From an optimization exercise on the open Yosys and OpenROAD flow, aimed at small area and a short achievable clock period; shortcuts taken in it are not production practice. Only simulation tests tie the RTL to the original design; equivalence was not proved. Power is estimated from default activity; no workload was simulated.

==> flow/design.v <==
package hot_tracker_pkg;
  localparam int ADDR_SIZE  = 33;                     
  localparam int DATA_SIZE  = 22;                     
  localparam int PAGE_SHIFT = ADDR_SIZE - DATA_SIZE;  
  localparam int CNT_SIZE   = 13;                     
  localparam int CMD_WIDTH  = 4;                      
  localparam int TOP_K           = 5;  
  localparam int DEF_NUM_ENTRY   = 8;  
  localparam int DEF_MIG_CREDITS = 2;  
  typedef logic [ADDR_SIZE-1:0] addr_t;  
  typedef logic [DATA_SIZE-1:0] page_t;  
  typedef logic [CNT_SIZE-1:0]  cnt_t;   
  typedef logic [CMD_WIDTH-1:0] cmd_t;   
endpackage
`timescale 1ns/100ps
module ge_leaf (
  input  logic a,
  input  logic b,
  output logic gn,
  output logic pn
);
  assign gn = ~(a & ~b);
  assign pn = ~(a | ~b);
endmodule
module ge_node_n2p (
  input  logic gn_hi,
  input  logic pn_hi,
  input  logic gn_lo,
  input  logic pn_lo,
  output logic g,
  output logic p
);
  assign g = ~(gn_hi & (pn_hi | gn_lo));
  assign p = ~(pn_hi | pn_lo);
endmodule
module ge_node_p2n (
  input  logic g_hi,
  input  logic p_hi,
  input  logic g_lo,
  input  logic p_lo,
  output logic gn,
  output logic pn
);
  assign gn = ~(g_hi | (p_hi & g_lo));
  assign pn = ~(p_hi & p_lo);
endmodule
module ge_root (
  input  logic g,
  input  logic p,
  input  logic a0,
  input  logic b0,
  output logic ge_n
);
  assign ge_n = ~(g | (p & (a0 | ~b0)));
endmodule
module addr_ge (
  input  logic [32:0] a,
  input  logic [32:0] b,
  output logic        ge_n
);
  logic [31:0] gn1, pn1;
  logic [15:0] g2, p2;
  logic [7:0]  gn3, pn3;
  logic [3:0]  g4, p4;
  logic [1:0]  gn5, pn5;
  logic        g6, p6;
  for (genvar i = 0; i < 32; i++) begin : g_leaf
    ge_leaf u (.a(a[i+1]), .b(b[i+1]), .gn(gn1[i]), .pn(pn1[i]));
  end
  for (genvar i = 0; i < 16; i++) begin : g_l2
    ge_node_n2p u (.gn_hi(gn1[2*i+1]), .pn_hi(pn1[2*i+1]), .gn_lo(gn1[2*i]), .pn_lo(pn1[2*i]), .g(g2[i]), .p(p2[i]));
  end
  for (genvar i = 0; i < 8; i++) begin : g_l3
    ge_node_p2n u (.g_hi(g2[2*i+1]), .p_hi(p2[2*i+1]), .g_lo(g2[2*i]), .p_lo(p2[2*i]), .gn(gn3[i]), .pn(pn3[i]));
  end
  for (genvar i = 0; i < 4; i++) begin : g_l4
    ge_node_n2p u (.gn_hi(gn3[2*i+1]), .pn_hi(pn3[2*i+1]), .gn_lo(gn3[2*i]), .pn_lo(pn3[2*i]), .g(g4[i]), .p(p4[i]));
  end
  for (genvar i = 0; i < 2; i++) begin : g_l5
    ge_node_p2n u (.g_hi(g4[2*i+1]), .p_hi(p4[2*i+1]), .g_lo(g4[2*i]), .p_lo(p4[2*i]), .gn(gn5[i]), .pn(pn5[i]));
  end
  ge_node_n2p u_l6 (.gn_hi(gn5[1]), .pn_hi(pn5[1]), .gn_lo(gn5[0]), .pn_lo(pn5[0]), .g(g6), .p(p6));
  ge_root u_root (.g(g6), .p(p6), .a0(a[0]), .b0(b[0]), .ge_n(ge_n));
endmodule
module access_filter (
  input  logic                   clk_400mhz,
  input  logic                   rstn,
  input  hot_tracker_pkg::addr_t araddr,
  input  logic                   arvalid,
  input  logic                   arready,
  input  hot_tracker_pkg::addr_t csr_addr_lb,
  input  hot_tracker_pkg::addr_t csr_addr_ub,
  output logic                   mem_chan_rd_en
);
  hot_tracker_pkg::addr_t lb_r;
  hot_tracker_pkg::addr_t ub_r;
  logic                   loaded;    
  logic                   in_range;
  logic                   below_lb_n, above_ub_n;    
  always_ff @(posedge clk_400mhz or negedge rstn) begin
    if (!rstn) loaded <= 1'b0;
    else       loaded <= 1'b1;
  end
  always_ff @(posedge clk_400mhz) begin
    lb_r <= csr_addr_lb;
    ub_r <= csr_addr_ub;
  end
  addr_ge u_ge_lb (.a(araddr), .b(lb_r), .ge_n(below_lb_n));
  addr_ge u_le_ub (.a(ub_r), .b(araddr), .ge_n(above_ub_n));
  assign in_range       = loaded ? ~(below_lb_n | above_ub_n) : (araddr == '0);
  assign mem_chan_rd_en = arvalid & arready & in_range;
endmodule
`timescale 1ns/100ps
module page_match #(
  parameter int PW = hot_tracker_pkg::DATA_SIZE - 1
) (
  input  logic [PW-1:0] a,
  input  logic [PW-1:0] b,
  input  logic          valid,
  output logic          hit
);
  assign hit = valid & (a == b);
endmodule
module hot_tracker_bank #(
  parameter  int NUM_ENTRY = hot_tracker_pkg::DEF_NUM_ENTRY,
  localparam int CW        = hot_tracker_pkg::CNT_SIZE,
  localparam int PW        = hot_tracker_pkg::DATA_SIZE - 1
) (
  input  logic                      clk_400mhz,
  input  logic                      rstn,
  input  logic                      upd_en,      
  input  logic [PW-1:0]             page,        
  input  logic [NUM_ENTRY-1:0]      clr,         
  output logic [NUM_ENTRY-1:0]      valid,
  output logic [NUM_ENTRY*CW-1:0]   cnt_flat,
  output logic [NUM_ENTRY*PW-1:0]   page_flat
);
  logic [PW-1:0]        page_tab [NUM_ENTRY];
  logic [CW-1:0]        cnt_tab  [NUM_ENTRY];
  logic [NUM_ENTRY-1:0] hit;           
  logic                 any_hit;
  logic [NUM_ENTRY-1:0] alloc;
  logic [NUM_ENTRY-1:0] cnt_we;
  logic [NUM_ENTRY:0]   full_below;    
  logic [CW-1:0]        cnt_rd;        
  logic                 sat;
  logic [CW-1:0]        cnt_wr;        
  for (genvar i = 0; i < NUM_ENTRY; i++) begin : g_match
    page_match #(.PW(PW)) u_match (
      .a     (page_tab[i]),
      .b     (page),
      .valid (valid[i]),
      .hit   (hit[i])
    );
  end
  assign any_hit = |hit;
  always_comb begin
    cnt_rd = '0;
    for (int i = 0; i < NUM_ENTRY; i++) cnt_rd = cnt_rd | (cnt_tab[i] & {CW{hit[i]}});
  end
  assign sat    = &cnt_rd;
  assign cnt_wr = cnt_rd + 1'b1;
  always_comb begin
    full_below[0] = 1'b1;
    for (int i = 0; i < NUM_ENTRY; i++) begin
      full_below[i+1] = full_below[i] & valid[i];
      alloc[i]        = upd_en & ~any_hit & ~valid[i] & full_below[i];
      cnt_we[i]       = (upd_en & hit[i] & ~sat) | alloc[i];
    end
  end
  always_ff @(posedge clk_400mhz or negedge rstn) begin
    if (!rstn) valid <= '0;
    else       valid <= (valid & ~clr) | alloc;
  end
  for (genvar i = 0; i < NUM_ENTRY; i++) begin : g_ent
    always_ff @(posedge clk_400mhz) begin
      if (!valid[i]) page_tab[i] <= page;
      if (cnt_we[i]) cnt_tab[i]  <= cnt_wr;
    end
    assign cnt_flat[i*CW +: CW]  = cnt_tab[i];
    assign page_flat[i*PW +: PW] = page_tab[i];
  end
endmodule
`timescale 1ns/100ps
module max_stage #(
  parameter int N = 16
) (
  input  logic [N-1:0] cand,
  input  logic [N-1:0] cbit,
  output logic [N-1:0] cand_o
);
  logic any;
  assign any    = |(cand & cbit);
  assign cand_o = cand & (cbit | {N{~any}});
endmodule
module max_stage2 #(
  parameter int N = 16
) (
  input  logic [N-1:0] cand,
  input  logic [N-1:0] chi,
  input  logic [N-1:0] clo,
  output logic [N-1:0] cand_o
);
  logic any_hi, any_lo, any_both, any_lo_only;
  assign any_hi      = |(cand & chi);
  assign any_both    = |(cand & chi & clo);
  assign any_lo_only = |(cand & clo);
  assign any_lo      = any_hi ? any_both : any_lo_only;
  assign cand_o      = cand & (chi | {N{~any_hi}}) & (clo | {N{~any_lo}});
endmodule
module mig_addr_selector #(
  parameter  int NUM_ENTRY   = hot_tracker_pkg::DEF_NUM_ENTRY,
  parameter  int MIG_CREDITS = hot_tracker_pkg::DEF_MIG_CREDITS,
  localparam int CW          = hot_tracker_pkg::CNT_SIZE,
  localparam int PW          = hot_tracker_pkg::DATA_SIZE - 1,
  localparam int N           = 2 * NUM_ENTRY,
  localparam int IDX_W       = $clog2(N)
) (
  input  logic                    clk_400mhz,
  input  logic                    rstn,
  input  logic                    query_en,
  input  hot_tracker_pkg::cmd_t   query_cmd,
  input  logic                    mig_credit,
  input  logic [N-1:0]            valid,       
  input  logic [N*CW-1:0]         cnt_flat,    
  input  logic [N*PW-1:0]         page_flat,   
  output logic                    busy,
  output logic [N-1:0]            clr,
  output logic                    query_ready,
  output logic                    mig_addr_en,
  output hot_tracker_pkg::addr_t  mig_addr
);
  localparam int CRED_W = $clog2(MIG_CREDITS + 1);
  logic [2:0]        remain;
  logic [2:0]        k_clamped;
  logic [CRED_W-1:0] credits;
  logic              accept;
  logic              any_valid;
  logic              emit;
  logic [N-1:0]      cand;
  logic [N-1:0]      sel;
  logic [N-1:0]      sel_r;        
  logic [PW-1:0]     mig_page;
  assign query_ready = ~busy;
  assign accept      = query_en & ~busy;
  assign k_clamped   = (query_cmd > 4'd5) ? 3'd5 : query_cmd[2:0];
  assign any_valid   = |valid;
  logic [N-1:0] cbit   [CW];
  logic [N-1:0] cand_b [CW+1];
  for (genvar b = 0; b < CW; b++) begin : g_cbit
    for (genvar i = 0; i < N; i++) begin : g_ent
      assign cbit[b][i] = cnt_flat[i*CW + b];
    end
  end
  assign cand_b[CW] = valid;
  for (genvar b = CW - 1; b >= 1; b -= 2) begin : g_srch2
    max_stage2 #(.N(N)) u_stage (.cand(cand_b[b+1]), .chi(cbit[b]), .clo(cbit[b-1]), .cand_o(cand_b[b-1]));
  end
  if (CW % 2 == 1) begin : g_srch1
    max_stage #(.N(N)) u_stage (.cand(cand_b[1]), .cbit(cbit[0]), .cand_o(cand_b[0]));
  end
  assign cand = cand_b[0];
  always_comb begin
    logic seen;
    seen = 1'b0;
    sel  = '0;
    for (int i = 0; i < N; i++) begin
      sel[i] = cand[i] & ~seen;
      seen   = seen | cand[i];
    end
  end
  assign emit = busy & any_valid & (credits != '0);
  assign clr  = emit ? sel : '0;
  always_ff @(posedge clk_400mhz or negedge rstn) begin
    if (!rstn) begin
      busy <= 1'b0;
    end else if (accept) begin
      busy <= (k_clamped != '0);
    end else if (busy) begin
      if (!any_valid || (emit && remain == 3'd1)) busy <= 1'b0;
    end
  end
  always_ff @(posedge clk_400mhz) begin
    if (accept)    remain <= k_clamped;
    else if (emit) remain <= remain - 1'b1;
  end
  always_ff @(posedge clk_400mhz or negedge rstn) begin
    if (!rstn) begin
      credits     <= CRED_W'(MIG_CREDITS);
      mig_addr_en <= 1'b0;
    end else begin
      credits     <= credits - CRED_W'(emit) + CRED_W'(mig_credit);
      mig_addr_en <= emit;
    end
  end
  always_ff @(posedge clk_400mhz) sel_r <= sel;
  always_comb begin
    mig_page = '0;
    for (int i = 0; i < N; i++) mig_page = mig_page | (page_flat[i*PW +: PW] & {PW{sel_r[i]}});
  end
  assign mig_addr = {mig_page, |sel_r[N-1:NUM_ENTRY], {hot_tracker_pkg::PAGE_SHIFT{1'b0}}};
endmodule
`timescale 1ns/100ps
module hot_tracker_top #(
  parameter int NUM_ENTRY   = hot_tracker_pkg::DEF_NUM_ENTRY,
  parameter int MIG_CREDITS = hot_tracker_pkg::DEF_MIG_CREDITS
) (
  input  logic                   clk_400mhz,
  input  logic                   rstn,
  input  hot_tracker_pkg::addr_t araddr,
  input  logic                   arvalid,
  input  logic                   arready,
  input  hot_tracker_pkg::addr_t csr_addr_lb,
  input  hot_tracker_pkg::addr_t csr_addr_ub,
  input  logic                   query_en,
  input  hot_tracker_pkg::cmd_t  query_cmd,
  input  logic                   mig_credit,
  output logic                   mem_chan_rd_en,
  output logic                   query_ready,
  output logic                   mig_addr_en,
  output hot_tracker_pkg::addr_t mig_addr
);
  localparam int CW = hot_tracker_pkg::CNT_SIZE;
  localparam int PW = hot_tracker_pkg::DATA_SIZE - 1;
  localparam int PS = hot_tracker_pkg::PAGE_SHIFT;
  logic                     busy;
  logic [2*NUM_ENTRY-1:0]   valid;
  logic [2*NUM_ENTRY-1:0]   clr;
  logic [2*NUM_ENTRY*CW-1:0] cnt_flat;
  logic [2*NUM_ENTRY*PW-1:0] page_flat;
  logic                     upd_even, upd_odd;
  access_filter u_access_filter (
    .clk_400mhz     (clk_400mhz),
    .rstn           (rstn),
    .araddr         (araddr),
    .arvalid        (arvalid),
    .arready        (arready),
    .csr_addr_lb    (csr_addr_lb),
    .csr_addr_ub    (csr_addr_ub),
    .mem_chan_rd_en (mem_chan_rd_en)
  );
  assign upd_even = mem_chan_rd_en & ~busy & ~araddr[PS];
  assign upd_odd  = mem_chan_rd_en & ~busy &  araddr[PS];
  hot_tracker_bank #(.NUM_ENTRY(NUM_ENTRY)) u_even_bank (
    .clk_400mhz (clk_400mhz),
    .rstn       (rstn),
    .upd_en     (upd_even),
    .page       (araddr[hot_tracker_pkg::ADDR_SIZE-1:PS+1]),
    .clr        (clr[NUM_ENTRY-1:0]),
    .valid      (valid[NUM_ENTRY-1:0]),
    .cnt_flat   (cnt_flat[NUM_ENTRY*CW-1:0]),
    .page_flat  (page_flat[NUM_ENTRY*PW-1:0])
  );
  hot_tracker_bank #(.NUM_ENTRY(NUM_ENTRY)) u_odd_bank (
    .clk_400mhz (clk_400mhz),
    .rstn       (rstn),
    .upd_en     (upd_odd),
    .page       (araddr[hot_tracker_pkg::ADDR_SIZE-1:PS+1]),
    .clr        (clr[2*NUM_ENTRY-1:NUM_ENTRY]),
    .valid      (valid[2*NUM_ENTRY-1:NUM_ENTRY]),
    .cnt_flat   (cnt_flat[2*NUM_ENTRY*CW-1:NUM_ENTRY*CW]),
    .page_flat  (page_flat[2*NUM_ENTRY*PW-1:NUM_ENTRY*PW])
  );
  mig_addr_selector #(
    .NUM_ENTRY   (NUM_ENTRY),
    .MIG_CREDITS (MIG_CREDITS)
  ) u_mig_addr_selector (
    .clk_400mhz  (clk_400mhz),
    .rstn        (rstn),
    .query_en    (query_en),
    .query_cmd   (query_cmd),
    .mig_credit  (mig_credit),
    .valid       (valid),
    .cnt_flat    (cnt_flat),
    .page_flat   (page_flat),
    .busy        (busy),
    .clr         (clr),
    .query_ready (query_ready),
    .mig_addr_en (mig_addr_en),
    .mig_addr    (mig_addr)
  );
endmodule
==> flow/flow/run.sh <==
#!/bin/bash
# Own layout flow: the standard ORFS flow (standard.sh, unchanged synthesis),
# with two changes to how the layout is optimised:
#  - port buffers use a regular buffer cell instead of the resizer's default pick
#  - timing repair aims for extra setup margin (the SDC and clock are unchanged)
# Each tool's full output stays in orfs/logs/...; make's own output goes to flow_make.log.
set -euo pipefail
export BUFFER_PORTS_ARGS="-buffer_cell sky130_fd_sc_hd__buf_1"
export SETUP_SLACK_MARGIN="${OWN_SETUP_MARGIN:-13}"
export TNS_END_PERCENT="${OWN_TNS_END:-10}"
bash standard.sh > flow_make.log 2>&1
==> flow/standard.sh <==
#!/bin/bash
# synth_recipe.tcl (not shown) runs the flow's synth.tcl, then flattens the netlist and writes it again
# the make line also repeats each setting of config.mk as NAME=value (left out here)
make -C /OpenROAD-flow-scripts/flow DESIGN_CONFIG=/design/flow/config.mk WORK_HOME=/design/flow/orfs CLKGATE_MAP_FILE= SYNTH_SCRIPT=/design/flow/synth_recipe.tcl "${@:-finish}"
==> flow/config.mk <==
export PLATFORM = sky130hd
export DESIGN_NAME = hot_tracker_top
export DESIGN_NICKNAME = hot_tracker_top
export VERILOG_FILES = /design/flow/design.v
export SDC_FILE = /design/flow/constraint.sdc
export NUM_CORES = 4
export LEC_CHECK = 0
export CAP_MARGIN = 20
export CORE_MARGIN = 2
export CORE_UTILIZATION = 60
export CTS_BUF_LIST = sky130_fd_sc_hd__clkbuf_8
export CTS_CLUSTER_DIAMETER = 80
export CTS_CLUSTER_SIZE = 14
export SLEW_MARGIN = 20
export SYNTH_HIERARCHICAL = 1
export SYNTH_MINIMUM_KEEP_SIZE = 0
==> flow/constraint.sdc <==
create_clock -name core_clock -period 24.0 [get_ports {clk_400mhz}]
set_input_delay 4.8000 -clock core_clock [delete_from_list [all_inputs] [get_ports {clk_400mhz}]]
set_output_delay 4.8000 -clock core_clock [all_outputs]
set_load 0.01 [all_outputs]
==> run summary, run 1 <==
fin crit period: 11.10 ns
Num CTS Buffers: 53
period utilization: 46.2%
fin cells: 3389
peak supply drop: 61.0 uV
type of the worst min-delay path: flip-flop to flip-flop
sequential share of the synthesized area: 58.2%
worst clock skew: 0.0473 ns
mapped cell area: 31900 sq um
Yosys cell types: 68
Top FF cell, synth: edfxtp_1
setup_tns: 0 ns
CTS Hold Buffers Added: 0
Avg Inst Size Synth: 13.3 sq um
RSZ-0062 raised after global routing: true
clk slew on worst S/H paths: 0.09 ns
DR WL/cell: 33.1 um
Reg2Reg Capture Point: u_even_bank.valid[7]
initial antenna violation count: 4
H-tree Lvls: 2
Synth Register Bits: 650
CP Launch Type: input pin
initial core utilization: 60.8%
Placed Instances: 3228
max-cap violations: 0
full die area: 55100 sq um
worst min-delay path endpoint: u_mig_addr_selector.credits[1]
Die Y: 235 um
Min-Delay Path Depth: 1
CTS Sinks: 650
Post-DP HPWL: 71500 um
DR pass1 iterations: 8
vias in the first global route: 23600
Clock Latency Late Sink: 0.72 ns
CTS tree: built
crit-path cells: buf_8 -> buf_12 -> nor2b_4 -> nor2_4 -> nand2_4 -> o21ai_4 -> a21oi_2 -> o21ai_2 -> a21oi_2 -> nor2_1 -> a41o_2 -> buf_6
Finished Core Util: 68.1%
slew margin rel.: 21.4%
Detailed Route WL: 112000 um
Top Ports: 145
outcome: finished clean
via-per-instance ratio: 7.35
Max Transition Viols Final: 0
critical path class: input pin to output port
via total after detailed routing: 24900
max incr delay on CP: 0.23 ns
first-pass GRT wire length: 158000 um
post-synthesis instance total: 2401
most common cell after layout, fill and taps aside: edfxtp_1
FP Rows: 84
DP Area: 33400 sq um
Core Footprint: 52600 sq um
P&R area growth vs syn: 12.0%
Post-synth EDFFs: 547
Worst Tran Pin Value: 1.17 ns
Iteration-0 DRC Markers: 4334
CP dominant cell by count: a21oi_2
post-route cell area: 35800 sq um
hold path startpoint: u_mig_addr_selector.credits[1]
most frequent cells in the layout: 547 x edfxtp_1, 335 x xor2_1, 152 x a22oi_1
Critical-path top delay cell: a41o_2
# port buffers: 133
GPL Wtd Cong: 1.01
fin nets: 2773
gr usage total: 38.8%
CTS max path bufs: 3
R2R cell count: 46
critical path data arrival time: 6.30 ns
WP data required: 19.20 ns
achievable clock frequency: 90.1 MHz
reg2reg start: u_even_bank.valid[3]
P per Cell Area: 89.9 nW/um^2
number of diodes: 0
die boundary width: 235 um
final hold violation count: 0
fraction of layout cells with a size suffix above 1: 18.0%
leakage power: 13.0 nW
flop-to-flop setup slack: 13.12 ns
pin count of the biggest net entering global routing: 38
Max FO, Critical Path: 5
remaining global-route overflow: 0
synth warn: 17
Setup Viol. Count Final: 0
root buffer cell: clkbuf_8
ANT nets after route: 0
Post-synth ARST share: 3.23%
DR DRC count: 0
critical path capture point type: output port
[power by group]
part / internal [mW] / switching (mW) / total, mW / leakage, nW
sequential: 1.43 / 0.153 / 1.58 / 6.73
combinational: 0.350 / 0.695 / 1.05 / 5.64
clock: 0.209 / 0.381 / 0.590 / 0.607
[Yosys stat by module (local to each module, per instance), excerpt]
module / area [sq um] / times used / cells inside
ge_leaf: 15.0 / 64 / 2
access_filter: 1440 / 1 / 83
ge_node_n2p: 12.5 / 42 / 2
hot_tracker_top: 21.3 / 1 / 2
ge_root: 15.0 / 2 / 2
ge_node_p2n: 12.5 / 20 / 2
[cell families (layout without fill, tap and decap cells)]
group / Yosys count / in the layout / synth area share [%]
fa+ha+maj: 6 / 6 / 0.235
buf+inv: 102 / 389 / 2.02
compound gates: 593 / 595 / 16.2
flops: 650 / 650 / 58.2
xor+xnor: 359 / 359 / 9.84
other cells: 2 / 12 / 0.0235
simple gates: 681 / 682 / 13.2
mux: 8 / 8 / 0.251
[metal layers]
metal | GRT usage [%] | part of all wire, %
met3 | 12.2 | 15
met4 | 14.0 | 4.0
met1 | 54.1 | 37
met2 | 57.4 | 43
met5 | 0 | 0
[synth_stat cells, drive strengths merged (2+ instances only)]
| cell type | n | area, sq um |
|---|---|---|
| a22o | 112 | 981 |
| o22ai | 8 | 50.1 |
| and3 | 12 | 76.3 |
| xor2 | 335 | 2930 |
| o21a | 16 | 120 |
| a22oi | 152 | 1140 |
| nand2 | 47 | 176 |
| nor2b | 64 | 561 |
| nand3 | 141 | 716 |
| nor2 | 81 | 349 |
| nand4 | 105 | 744 |
| o31a | 2 | 17.5 |
| or4 | 7 | 56.3 |
| xnor2 | 24 | 210 |
| and3b | 2 | 17.5 |
| clkbuf | 37 | 239 |
| dfrtp | 20 | 500 |
| a21oi | 31 | 305 |
| inv | 25 | 93.8 |
| and4b | 3 | 37.5 |
| ha | 6 | 75.1 |
| nand3b | 2 | 18.8 |
| and2 | 11 | 70.1 |
| buf | 40 | 313 |
| nand2b | 69 | 432 |
| dfxtp | 82 | 1640 |
| nor4 | 104 | 717 |
| and4 | 8 | 75.1 |
| a221oi | 112 | 981 |
| conb | 2 | 7.51 |
| o21ai | 60 | 458 |
| o221a | 96 | 1080 |
| mux2i | 8 | 80.1 |
| edfxtp | 547 | 16400 |
| and4bb | 2 | 25.0 |
| nor3 | 16 | 85.1 |
| a41o | 2 | 22.5 |
| nor3b | 4 | 40.0 |
[through the flow]
stage / hold slack (ns) / power, mW / setup slack [ns]
after floorplan: 0.475 / 2.12 / 13.25
after global placement: 0.489 / 2.53 / 12.13
after detailed placement: 0.496 / 2.55 / 11.88
after CTS: 0.511 / 3.14 / 12.88
after global routing: 0.535 / 3.30 / 12.78
final: 0.508 / 3.22 / 12.90
[registers in the layout, summed over array words and instances (netlist names)]
| signal | flops |
|---|---|
| u_access_filter.ub_r | 33 |
| u_mig_addr_selector.busy | 1 |
| u_odd_bank.page_tab | 168 |
| u_mig_addr_selector.sel_r | 16 |
| u_even_bank.page_tab | 168 |
| u_odd_bank.valid | 8 |
| u_even_bank.cnt_tab | 104 |
| u_mig_addr_selector.remain | 3 |
| u_access_filter.loaded | 1 |
| u_odd_bank.cnt_tab | 104 |
| u_even_bank.valid | 8 |
| u_mig_addr_selector.credits | 2 |
| u_mig_addr_selector.mig_addr_en | 1 |
| u_access_filter.lb_r | 33 |
[layout make-up]
cell class / instances / area (sq um)
Clock inverter: 45 / 191
Timing Repair Buffer: 266 / 2190
Sequential cell: 650 / 18600
Clock buffer: 53 / 729
Fill cell: 3831 / 16800
Multi-Input combinational cell: 1662 / 13100
Tap cell: 688 / 861
Inverter: 25 / 93.8
[worst max path at each step]
stage / start / end / slack [ns] / cells after the start
after global placement: araddr[24] / mem_chan_rd_en / 12.13 / 11
after floorplan: araddr[32] / mem_chan_rd_en / 13.25 / 9
after detailed placement: u_even_bank.valid[5] / u_odd_bank.valid[2] / 11.88 / 44
after CTS: araddr[12] / mem_chan_rd_en / 12.88 / 12
final: araddr[16] / mem_chan_rd_en / 12.90 / 12
after global routing: u_even_bank.valid[3] / u_even_bank.valid[7] / 12.78 / 47
[critical path, delay by kind of cell]
family / cells / cell delay [ns]
compound gates: 5 / 0.64
simple gates: 4 / 0.49
buf+inv: 3 / 0.35
[what timing repair did]
action / 4_1_cts / 5_1_grt
endpoints found under the setup margin: 33 / 33
gates resized for setup: 117 / 56
gates cloned: 6 / 12
buffers inserted: 20 / 25
pin swaps: 23 / 33
==> inputs of run 2 (changes only) <==
--- a/flow/config.mk
+++ b/flow/config.mk
@@ -8,9 +8,10 @@
 export CAP_MARGIN = 20
 export CORE_MARGIN = 2
 export CORE_UTILIZATION = 60
-export CTS_BUF_LIST = sky130_fd_sc_hd__clkbuf_8
-export CTS_CLUSTER_DIAMETER = 80
-export CTS_CLUSTER_SIZE = 14
+export CTS_BUF_LIST = sky130_fd_sc_hd__clkbuf_16
+export CTS_CLUSTER_DIAMETER = 120
+export CTS_CLUSTER_SIZE = 24
+export PLACE_DENSITY = 0.72
 export SLEW_MARGIN = 20
 export SYNTH_HIERARCHICAL = 1
 export SYNTH_MINIMUM_KEEP_SIZE = 0
==> run summary, run 2 <==
outcome: finished clean
Max FO, Critical Path: 19 (+14)
reg2reg start: u_even_bank.valid[3]
CTS tree: built
Avg Inst Size Synth: 13.3 sq um (unchanged)
fin crit period: 11.07 ns (-0.0259 ns)
# port buffers: 133 (unchanged)
Die Y: 235 um (unchanged)
FF/Latch Area: 18600 sq um (about the same)
ANT nets after route: 0 (unchanged)
top cells by area, synth: edfxtp_1 51%, xor2_1 9.2%, dfxtp_1 5.1%
critical path capture point type: output port
setup_tns: 0 ns (unchanged)
critical path data arrival time: 6.27 ns (-0.03 ns)
FP Rows: 84 (unchanged)
R2R cell count: 44 (-4.3%)
pin count of the biggest net entering global routing: 38 (unchanged)
fraction of layout cells with a size suffix above 1: 16.4% (-1.5 points)
flop-to-flop setup slack: 13.21 ns (+0.09 ns)
P&R area growth vs syn: 11.2%
Core Footprint: 52600 sq um (unchanged)
Reg2Reg Capture Point: u_odd_bank.valid[6]
achievable clock frequency: 90.3 MHz (+0.23%)
Clock Power Share: 18.7% (+0.4 points)
H-tree Lvls: 1 (-1)
end point of the critical path: mem_chan_rd_en
period utilization: 46.1% (-0.11 points)
sequential power share: 49.8% (+0.6 points)
Crit. Startpoint: araddr[23]
Iteration-0 DRC Markers: 4142 (-4.4%)
CTS max path bufs: 3 (unchanged)
Comb power frac: 31.5% (-1.0 points)
CTS Sinks: 650 (unchanged)
top-count cell post-synth: edfxtp_1
mapped cell area: 31900 sq um (unchanged)
sw frac: 36.9% (-1.3 points)
type of the worst min-delay path: flip-flop to flip-flop
DR DRC count: 0 (unchanged)
critical path class: input pin to output port
Clock Latency Late Sink: 0.64 ns (-0.08 ns)
area share of the leading cell type in the synthesized netlist: 51.4% (unchanged)
Yosys cell types: 68 (unchanged)
WP data required: 19.20 ns (about the same)
initial core utilization: 60.8% (unchanged)
peak supply drop: 63.6 uV (+4.1%)
via total after detailed routing: 24700 (-0.85%)
Int Power: 2.01 mW (+0.96%)
Setup Viol. Count Final: 0 (unchanged)
leakage power: 12.8 nW (-1.5%)
commonest cells in the netlist: 547 x edfxtp_1, 335 x xor2_1, 152 x a22oi_1
Top FF cell, synth: edfxtp_1
remaining global-route overflow: 0 (unchanged)
die boundary width: 235 um (unchanged)
CTS Hold Buffers Added: 0 (unchanged)
Detailed Route WL: 109000 um (-3.2%)
via-per-instance ratio: 7.42 (+0.91%)
Hold WS: 0.523 ns (+0.0155 ns)
max-cap violations: 0 (unchanged)
Worst Tran Pin Value: 1.18 ns (+0.0160 ns)
multi-input logic area: 13000 sq um (-1.1%)
Num CTS Buffers: 31 (-42%)
post-synth top area cell: edfxtp_1
Top Ports: 145 (unchanged)
P per Cell Area: 89.6 nW/um^2 (-0.39%)
clk slew on worst S/H paths: 0.09 ns (about the same)
RSZ-0062 raised after global routing: true
worst clock skew: 0.0349 ns (-0.0124 ns)
sequential share of the synthesized area: 58.2% (unchanged)
Post-synth EDFFs: 547 (unchanged)
gr usage total: 37.8% (-0.95 points)
switching power: 1.17 mW (-4.6%)
vias in the first global route: 23400 (-0.90%)
synth warn: 17 (unchanged)
full die area: 55100 sq um (unchanged)
fin nets: 2732 (-1.5%)
Max Transition Viols Final: 0 (unchanged)
Synth Register Bits: 650 (unchanged)
initial antenna violation count: 2 (-2)
most common cell after layout, fill and taps aside: edfxtp_1
GPL Wtd Cong: 1.09 (+7.8%)
slew margin rel.: 20.9% (-0.46 points)
root buffer cell: clkbuf_16
post-synthesis instance total: 2401 (unchanged)
biggest regs: u_even_bank.page_tab: 168 flops, u_odd_bank.page_tab: 168 flops
DR pass1 iterations: 8 (unchanged)
final hold violation count: 0 (unchanged)
most frequent cells in the layout: 547 x edfxtp_1, 335 x xor2_1, 152 x a22oi_1
Post-synth ARST share: 3.23% (unchanged)
DR WL/cell: 32.6 um (-1.5%)
first-pass GRT wire length: 156000 um (-1.4%)
CP Launch Type: input pin
Post-DP HPWL: 70000 um (-2.1%)
fillers: 3812 (-0.50%)
Min-Delay Path Depth: 1 (unchanged)
[run 2: cells by family after synthesis]
| group | after synthesis | share of synthesized area (%) |
|---|---|---|
| compound gates | 593 | 16.2 |
| simple gates | 681 | 13.2 |
| fa+ha+maj | 6 | 0.235 |
| xor+xnor | 359 | 9.84 |
| buf+inv | 102 | 2.02 |
| other cells | 2 | 0.0235 |
| flops | 650 | 58.2 |
| mux | 8 | 0.251 |
[run 2: repair_timing]
action | CTS | global route
pin swaps | 21 | 21
buffers inserted | 20 | 7
resized for setup | 109 | 33
setup endpoints to repair | 33 | 32
cloned | 16 | 6
[run 2: metrics by stage]
step	util (%)	worst slack (ns)	std cells	cell area (sq um)	power [mW]
final	67.6	12.93	3330	35500	3.18
after global routing	67.6	12.87	3329	35500	3.27
after CTS	67.1	12.91	3316	35300	3.13
after detailed placement	63.5	11.92	3223	33400	2.53
after global placement	63.4	12.10	3222	33300	2.51
after floorplan	-	13.25	2411	32000	2.12
[run 2: power groups by stage]
| stage | clock (mW) | combinational [mW] | sequential, mW |
|---|---|---|---|
| final | 0.594 | 1.00 | 1.58 |
| after global routing | 0.633 | 1.04 | 1.59 |
| after CTS | 0.595 | 0.958 | 1.57 |
| after detailed placement | 0 | 0.933 | 1.60 |
| after global placement | 0 | 0.917 | 1.59 |
| after floorplan | 0 | 0.571 | 1.55 |
[run 2: worst min-delay path by stage]
stage	from	to	slack, ns
floorplan	u_mig_addr_selector.credits[1]	u_mig_addr_selector.credits[1]	0.47
global route	u_mig_addr_selector.credits[1]	u_mig_addr_selector.credits[1]	0.55
CTS	u_mig_addr_selector.credits[1]	u_mig_addr_selector.credits[1]	0.53
finish	u_mig_addr_selector.credits[1]	u_mig_addr_selector.credits[1]	0.52
global placement	u_mig_addr_selector.credits[1]	u_mig_addr_selector.credits[1]	0.48
detailed placement	u_mig_addr_selector.credits[1]	u_mig_addr_selector.credits[1]	0.52
[run 2: routing by layer]
| metal | up-vias | track usage [%] | wire length, um |
|---|---|---|---|
| li1 | 10100 | - | - |
| met1 | 12200 | 54.0 | 40700 |
| met5 | - | 1.04 | 103 |
| met4 | 6 | 12.0 | 4080 |
| met2 | 2100 | 54.8 | 46300 |
| met3 | 338 | 12.7 | 17400 |
[run 2: Yosys stat by module (local to each module, per instance), excerpt]
module           times used  cells  flip-flops and latches  cell area (sq um)
ge_node_p2n              20      2                       0               12.5
ge_node_n2p              42      2                       0               12.5
hot_tracker_top           1      2                       0               21.3
ge_root                   2      2                       0               15.0
access_filter             1     83                      67               1440
ge_leaf                  64      2                       0               15.0
[run 2: worst max-delay path, cell delays in order]
cell and delay (ns):
clkbuf_16 0.19, nor2b_4 0.18, nor2_2 0.06, a21oi_2 0.17
o21ai_2 0.08, a21oi_2 0.19, o21ai_2 0.08, a21oi_2 0.10
nor2_1 0.06, a41o_2 0.24, buf_6 0.13
[run 2: area by class of cell]
class | count | area share [%]
well taps | 688 | 2.42
inverters | 25 | 0.264
diodes | 1 | 0.00705
clock inverters | 26 | 0.349
repair buffers | 247 | 5.83
flip-flops and latches | 650 | 52.4
clock buffers | 31 | 2.18
multi-input cells | 1662 | 36.6
==> inputs of run 3 (changes only) <==
--- a/flow/config.mk
+++ b/flow/config.mk
@@ -11,7 +11,6 @@
 export CTS_BUF_LIST = sky130_fd_sc_hd__clkbuf_16
 export CTS_CLUSTER_DIAMETER = 120
 export CTS_CLUSTER_SIZE = 24
-export PLACE_DENSITY = 0.72
 export SLEW_MARGIN = 20
 export SYNTH_HIERARCHICAL = 1
 export SYNTH_MINIMUM_KEEP_SIZE = 0
==> run summary, run 3 <==
DP Area: 33400 sq um (+0.13%)
DR pass1 iterations: 8 (unchanged)
post-synthesis instance total: 2401 (unchanged)
first-pass GRT wire length: 157000 um (+0.86%)
Max FO, Critical Path: 5 (-14)
switching power: 1.20 mW (+2.2%)
fraction of layout cells with a size suffix above 1: 16.3% (-0.13 points)
Die Y: 235 um (unchanged)
Num CTS Buffers: 31 (unchanged)
ANT nets after route: 0 (unchanged)
max-cap violations: 0 (unchanged)
Yosys cell types: 68 (unchanged)
post-route cell area: 35400 sq um (-0.19%)
initial antenna violation count: 4 (+2)
post-synth top area cell: edfxtp_1
Clock Power Share: 18.6% (about the same)
via total after detailed routing: 24600 (-0.48%)
most common cell after layout, fill and taps aside: edfxtp_1
max incr delay on CP: 0.23 ns (about the same)
CTS tree: built
Comb power frac: 32.1% (+0.6 points)
top cells by area, synth: edfxtp_1 51%, xor2_1 9.2%, dfxtp_1 5.1%
top-count cell post-synth: edfxtp_1
FP Rows: 84 (unchanged)
H-tree Lvls: 1 (unchanged)
die boundary width: 235 um (unchanged)
crit-path cells: buf_8 -> buf_12 -> nor2b_4 -> o21ai_2 -> a21oi_4 -> o21ai_4 -> a21oi_2 -> o21ai_2 -> a21oi_2 -> nor2_1 -> a41o_2 -> buf_6
critical path class: input pin to output port
period utilization: 46.6% (+0.48 points)
Iteration-0 DRC Markers: 4225 (+2.0%)
DR WL/cell: 33.0 um (+1.2%)
achievable clock frequency: 89.4 MHz (-1.0%)
Top Ports: 145 (unchanged)
initial core utilization: 60.8% (unchanged)
setup_tns: 0 ns (unchanged)
CTS Hold Buffers Added: 0 (unchanged)
Top FF cell, synth: edfxtp_1
via-per-instance ratio: 7.38 (-0.54%)
Core Footprint: 52600 sq um (unchanged)
# port buffers: 133 (unchanged)
commonest cells in the netlist: 547 x edfxtp_1, 335 x xor2_1, 152 x a22oi_1
Worst Tran Pin Value: 1.09 ns (-0.0985 ns)
CTS Sinks: 650 (unchanged)
most frequent cells in the layout: 547 x edfxtp_1, 335 x xor2_1, 152 x a22oi_1
Post-synth ARST share: 3.23% (unchanged)
final hold violation count: 0 (unchanged)
Clock Latency Late Sink: 0.64 ns (about the same)
Max Transition Viols Final: 0 (unchanged)
Synth Register Bits: 650 (unchanged)
outcome: finished clean
root buffer cell: clkbuf_16
sequential power share: 49.3% (-0.5 points)
critical path data arrival time: 6.39 ns (+0.12 ns)
P per Cell Area: 90.6 nW/um^2 (+1.1%)
DR DRC count: 0 (unchanged)
worst clock skew: 0.0371 ns (+0.00224 ns)
remaining global-route overflow: 0 (unchanged)
Int Power: 2.01 mW (+0.14%)
mapped cell area: 31900 sq um (unchanged)
Post-synth EDFFs: 547 (unchanged)
fin nets: 2734 (+0.073%)
clk slew on worst S/H paths: 0.10 ns (about the same)
full die area: 55100 sq um (unchanged)
pin count of the biggest net entering global routing: 38 (unchanged)
peak supply drop: 70.0 uV (+10%)
Setup Viol. Count Final: 0 (unchanged)
Avg Inst Size Synth: 13.3 sq um (unchanged)
Buf/Inv on CP: 3 (+1)
P&R area growth vs syn: 11.0%
WP data required: 19.20 ns (about the same)
GPL Wtd Cong: 1.01 (-7.3%)
synth warn: 17 (unchanged)
Finished Core Util: 67.5% (-0.13 points)
sequential share of the synthesized area: 58.2% (unchanged)
fin crit period: 11.19 ns (+0.116 ns)
CTS max path bufs: 3 (unchanged)
RSZ-0062 raised after global routing: true
critical path capture point type: output port
Post-DP HPWL: 71500 um (+2.2%)
CP top delay family: compound AO/OA/AOI/OAI gates
biggest regs: u_even_bank.page_tab: 168 flops, u_odd_bank.page_tab: 168 flops
gr usage total: 38.4% (+0.61 points)
area share of the leading cell type in the synthesized netlist: 51.4% (unchanged)
leakage power: 12.7 nW (-0.55%)
slew margin rel.: 26.9% (+6.0 points)
CP Launch Type: input pin
vias in the first global route: 23300 (-0.21%)
Critical-path top delay cell: a41o_2
Detailed Route WL: 110000 um (+1.3%)
type of the worst min-delay path: flip-flop to flip-flop
sw frac: 37.3% (+0.47 points)
[run 3: changes by cell type in the layout (fill, tap and decap cells not counted), moves of 4 or more]
| cell | delta |
|---|---|
| clkbuf_16 | -7 |
| clkbuf_8 | -9 |
| clkbuf_2 | -4 |
| buf_1 | +7 |
| nor2b_2 | +10 |
| nor2b_4 | -10 |
| buf_4 | +11 |
[run 3: power by group through the flow]
| stage | clock network, mW | registers, mW | logic [mW] |
|---|---|---|---|
| floorplan | 0 | 1.55 | 0.571 |
| global placement | 0 | 1.59 | 0.946 |
| detailed placement | 0 | 1.60 | 0.956 |
| CTS | 0.602 | 1.57 | 0.981 |
| global route | 0.642 | 1.59 | 1.07 |
| finish | 0.597 | 1.58 | 1.03 |
[run 3: kinds of logic (layout without fill, tap and decap cells)]
kind of cell / Yosys count / count (layout) / synth area share [%]
compound gates: 593 / 595 / 16.2
xor+xnor: 359 / 359 / 9.84
fa+ha+maj: 6 / 6 / 0.235
buf+inv: 102 / 331 / 2.02
flops: 650 / 650 / 58.2
mux: 8 / 8 / 0.251
other cells: 2 / 13 / 0.0235
simple gates: 681 / 682 / 13.2
[run 3: worst reg2reg max path, delay by kind of cell (launching register included)]
family	cells	cell delay, ns
flops	1	0.66
mux	1	0.07
compound gates	23	5.66
simple gates	17	4.15
buf+inv	1	0.16
[run 3: final cells by class]
type / count / area [sq um]
Sequential cell: 650 / 18600
Fill cell: 3872 / 17100
Multi-Input combinational cell: 1662 / 13000
Timing Repair Buffer: 249 / 1990
Tap cell: 688 / 861
Clock buffer: 31 / 776
Clock inverter: 26 / 124
Inverter: 25 / 93.8
Antenna cell: 1 / 2.50
[run 3: Yosys stat by module (local to each module, per instance), a selection]
module,cell area [sq um],times used
ge_root,15.0,2
ge_node_p2n,12.5,20
access_filter,1440,1
ge_leaf,15.0,64
ge_node_n2p,12.5,42
hot_tracker_top,21.3,1
[run 3: final timing paths]
check                                                from                              to  slack, ns  cells past startpoint
setup / recovery                               araddr[12]                  mem_chan_rd_en      12.81                     12
hold / removal             u_mig_addr_selector.credits[1]  u_mig_addr_selector.credits[1]       0.51                      1
setup reg to reg                      u_odd_bank.valid[2]            u_even_bank.valid[2]      13.15                     42
hold reg to reg            u_mig_addr_selector.credits[1]  u_mig_addr_selector.credits[1]       0.51                      1
max in group asynchronous                            rstn  u_mig_addr_selector.credits[1]      19.54                      2
min in group asynchronous                            rstn  u_mig_addr_selector.credits[0]       4.14                      2
[run 3: through the flow]
stage	power [mW]	hold slack, ns	worst slack [ns]	instances
after global routing	3.30	0.538	12.76	3331
after CTS	3.15	0.513	12.87	3307
after global placement	2.53	0.489	12.13	3228
after detailed placement	2.55	0.496	11.88	3228
final	3.21	0.510	12.81	3332
after floorplan	2.12	0.475	13.25	2411
[run 3: repair_timing]
| item | in CTS | in global routing |
|---|---|---|
| pin swaps | 21 | 22 |
| setup endpoints to repair | 33 | 33 |
| gates resized for setup | 103 | 37 |
| cloned | 6 | 6 |
| setup buffers | 16 | 18 |
| endpoints found under the hold margin | 0 | 0 |
[run 3: layer usage]
metal	vias to the layer above	GRT usage (%)	share of wire (%)
li1	10100	-	-
met1	12200	54.7	38
met4	0	13.5	4.3
met5	-	0	0
met2	1982	56.8	43
met3	330	10.9	15
==> inputs of run 4 (changes only) <==
--- a/flow/flow/run.sh
+++ b/flow/flow/run.sh
@@ -6,6 +6,6 @@
 # Each tool's full output stays in orfs/logs/...; make's own output goes to flow_make.log.
 set -euo pipefail
 export BUFFER_PORTS_ARGS="-buffer_cell sky130_fd_sc_hd__buf_1"
-export SETUP_SLACK_MARGIN="${OWN_SETUP_MARGIN:-13}"
-export TNS_END_PERCENT="${OWN_TNS_END:-10}"
+export SETUP_SLACK_MARGIN="${OWN_SETUP_MARGIN:-12.7}"
+export TNS_END_PERCENT="${OWN_TNS_END:-5}"
 bash standard.sh > flow_make.log 2>&1
==> run summary, run 4 <==
Top Ports: 145 (unchanged)
top cells by area, synth: edfxtp_1 51%, xor2_1 9.2%, dfxtp_1 5.1%
P&R area growth vs syn: 10.6%
Clock Power Share: 18.7% (about the same)
most common cell after layout, fill and taps aside: edfxtp_1
critical path class: input pin to output port
switching power: 1.19 mW (-0.50%)
Reg2Reg Capture Point: u_even_bank.valid[7]
post-synthesis instance total: 2401 (unchanged)
gr usage total: 37.4% (-1.0 points)
CP Launch Type: input pin
Iteration-0 DRC Markers: 4032 (-4.6%)
first-pass GRT wire length: 153000 um (-2.4%)
Clock Latency Late Sink: 0.64 ns (about the same)
fillers: 3888 (+0.41%)
Post-synth EDFFs: 547 (unchanged)
most frequent cells in the layout: 547 x edfxtp_1, 335 x xor2_1, 152 x a22oi_1
leakage power: 12.7 nW (-0.22%)
Synth Register Bits: 650 (unchanged)
final hold violation count: 0 (unchanged)
sequential share of the synthesized area: 58.2% (unchanged)
max-cap violations: 0 (unchanged)
CTS tree: built
sequential power share: 49.5% (+0.2 points)
area share of the leading cell type in the synthesized netlist: 51.4% (unchanged)
# port buffers: 133 (unchanged)
clk slew on worst S/H paths: 0.10 ns (about the same)
worst clock skew: 0.0397 ns (+0.00257 ns)
initial core utilization: 60.8% (unchanged)
fin cells: 3363 (+0.93%)
Die Y: 235 um (unchanged)
Worst Tran Pin Value: 1.17 ns (+0.0819 ns)
flop-to-flop setup slack: 13.07 ns (-0.08 ns)
fin nets: 2763 (+1.1%)
peak supply drop: 69.3 uV (-1.1%)
critical path capture point type: output port
Comb power frac: 31.8% (-0.3 points)
root buffer cell: clkbuf_16
commonest cells in the netlist: 547 x edfxtp_1, 335 x xor2_1, 152 x a22oi_1
sw frac: 37.3% (-0.043 points)
Max Transition Viols Final: 0 (unchanged)
reg2reg start: u_even_bank.valid[2]
die boundary width: 235 um (unchanged)
via total after detailed routing: 24600 (-0.077%)
Int Power: 2.01 mW (-0.32%)
overall power: 3.20 mW (-0.39%)
H-tree Lvls: 1 (unchanged)
achievable clock frequency: 88.7 MHz (-0.80%)
setup_tns: 0 ns (unchanged)
DR pass1 iterations: 9 (+1)
initial antenna violation count: 2 (-2)
CTS max path bufs: 3 (unchanged)
period utilization: 47.0% (+0.38 points)
fin crit period: 11.28 ns (+0.0901 ns)
Num CTS Buffers: 31 (unchanged)
vias in the first global route: 22900 (-1.7%)
critical path data arrival time: 6.48 ns (+0.09 ns)
CTS Sinks: 650 (unchanged)
synth warn: 17 (unchanged)
slew margin rel.: 21.4% (-5.5 points)
DP Area: 33400 sq um (unchanged)
remaining global-route overflow: 0 (unchanged)
FP Rows: 84 (unchanged)
ANT nets after route: 0 (unchanged)
Yosys cell types: 68 (unchanged)
Post-DP HPWL: 71500 um (unchanged)
fraction of layout cells with a size suffix above 1: 16.7% (+0.42 points)
full die area: 55100 sq um (unchanged)
Crit. Startpoint: araddr[15]
post-route cell area: 35300 sq um (-0.29%)
WP data required: 19.20 ns (about the same)
Placed Instances: 3228 (unchanged)
Post-synth ARST share: 3.23% (unchanged)
DR WL/cell: 32.2 um (-2.5%)
type of the worst min-delay path: flip-flop to flip-flop
end point of the critical path: mem_chan_rd_en
mapped cell area: 31900 sq um (unchanged)
via-per-instance ratio: 7.31 (-1.0%)
Core Footprint: 52600 sq um (unchanged)
GPL Wtd Cong: 1.01 (unchanged)
DR DRC count: 0 (unchanged)
P per Cell Area: 90.5 nW/um^2 (-0.10%)
outcome: finished clean
Max FO, Critical Path: 6 (+1)
Setup Viol. Count Final: 0 (unchanged)
post-synth top area cell: edfxtp_1
R2R cell count: 45 (+7.1%)
RSZ-0062 raised after global routing: true
top-count cell post-synth: edfxtp_1
biggest regs: u_even_bank.page_tab: 168 flops, u_odd_bank.page_tab: 168 flops
Top FF cell, synth: edfxtp_1
Detailed Route WL: 108000 um (-1.6%)
pin count of the biggest net entering global routing: 38 (unchanged)
Avg Inst Size Synth: 13.3 sq um (unchanged)
run 4: metal layers:
layer / wire length, um / track usage, % / vias up
met3: 15400 / 9.87 / 330
met2: 47400 / 56.1 / 2016
met1: 41200 / 53.5 / 12100
met5: 0 / 0 / -
li1: - / - / 10200
met4: 4280 / 11.8 / 0
run 4: cell type report:
type	count	area (sq um)	area share, %
Sequential cell	650	18600	52.6
Multi-Input combinational cell	1661	12900	36.5
Timing Repair Buffer	279	1990	5.64
Tap cell	688	861	2.44
Clock buffer	31	776	2.19
Clock inverter	26	124	0.350
Inverter	25	93.8	0.266
Antenna cell	3	7.51	0.0212
run 4: per-module statistics from Yosys (local to each module, per instance), a selection:
module	cell area, sq um	times used
access_filter	1440	1
hot_tracker_top	21.3	1
ge_leaf	15.0	64
ge_root	15.0	2
ge_node_n2p	12.5	42
ge_node_p2n	12.5	20
run 4: timing repair:
item | in CTS | in global routing
cloned | 0 | 10
hold buffers | 0 | 0
setup endpoints to repair | 33 | 33
gates resized for setup | 42 | 58
buffers inserted | 3 | 62
pin swaps | 4 | 17
run 4: cells by family (layout without fill, tap and decap cells):
logic type / Yosys count / count (layout) / synth area share (%)
AO/OA/AOI/OAI: 593 / 594 / 16.2
XOR/XNOR: 359 / 359 / 9.84
adder cells (fa/ha/maj): 6 / 6 / 0.235
buffers and inverters: 102 / 361 / 2.02
flip-flops: 650 / 650 / 58.2
multiplexers: 8 / 8 / 0.251
other: 2 / 15 / 0.0235
AND/OR/NAND/NOR: 681 / 682 / 13.2
run 4: critical path, stage by stage:
cell and delay [ns]:
buf_2 0.16, buf_12 0.16, nor2b_2 0.15, nor2_2 0.18, nand2_2 0.13, nor2_4 0.16
a21oi_2 0.09, o21ai_2 0.12, a21oi_2 0.04, nor2_1 0.11, a41o_2 0.24, buf_6 0.12
run 4: worst min-delay path by stage:
stage,start,end,slack [ns],depth (start not counted)
after global routing,u_mig_addr_selector.credits[1],u_mig_addr_selector.credits[1],0.54,1
final,u_mig_addr_selector.credits[1],u_mig_addr_selector.credits[1],0.51,1
after global placement,u_mig_addr_selector.credits[1],u_mig_addr_selector.credits[1],0.49,1
after CTS,u_mig_addr_selector.credits[1],u_mig_addr_selector.credits[1],0.51,1
after detailed placement,u_mig_addr_selector.credits[1],u_mig_addr_selector.credits[1],0.50,1
after floorplan,u_mig_addr_selector.credits[1],u_mig_addr_selector.credits[1],0.47,1
run 4: power by group through the flow:
stage / Clock, mW / Sequential, mW / Combinational, mW
finish: 0.597 / 1.58 / 1.02
CTS: 0.602 / 1.57 / 0.967
global placement: 0 / 1.59 / 0.946
detailed placement: 0 / 1.60 / 0.956
floorplan: 0 / 1.55 / 0.571
global route: 0.641 / 1.59 / 1.06
run 4: through the flow:
step | setup slack [ns] | util [%] | hold slack, ns
after floorplan | 13.25 | - | 0.475
after global placement | 12.13 | 63.5 | 0.489
after detailed placement | 11.88 | 63.6 | 0.496
after CTS | 12.57 | 65.6 | 0.513
after global routing | 12.65 | 67.2 | 0.538
final | 12.72 | 67.3 | 0.509

==> static timing again, ports no longer ideal <==
How much do the figures lean on ideal ports? The routed layouts below were timed once more, with nothing changed but the port constraints. Step 1, drivers: a clkbuf_16 drives clk_400mhz and a buf_2 each remaining input, both assumed. Step 2 times the ports against the registers' clock, not the clock port: input delays grow and output delays shrink by t, the midpoint of the rising clock arrivals with the driver on. Three values: no drivers, after step 1, after step 2; two values: the first two.
run	shift t [ns]	setup WS [ns]	hold WS [ns]	clock arrival spread, ns	worst register clock-pin slew, ns
run 1	0.755	12.901 / 12.724 / 12.724	0.508 / 0.508 / 0.508	0.047 / 0.048	0.11 / 0.11
run 2	0.685	12.927 / 12.691 / 12.691	0.523 / 0.523 / 0.523	0.034 / 0.034	0.11 / 0.11
run 3	0.682	12.812 / 12.681 / 12.681	0.510 / 0.510 / 0.510	0.037 / 0.037	0.11 / 0.11
run 4	0.684	12.722 / 12.701 / 12.701	0.509 / 0.509 / 0.509	0.040 / 0.040	0.10 / 0.10
After both steps every run listed still meets setup and hold. The setup slack of run 2, which loses most, moves by -0.236 ns with the drivers and by -0.236 ns with both steps.
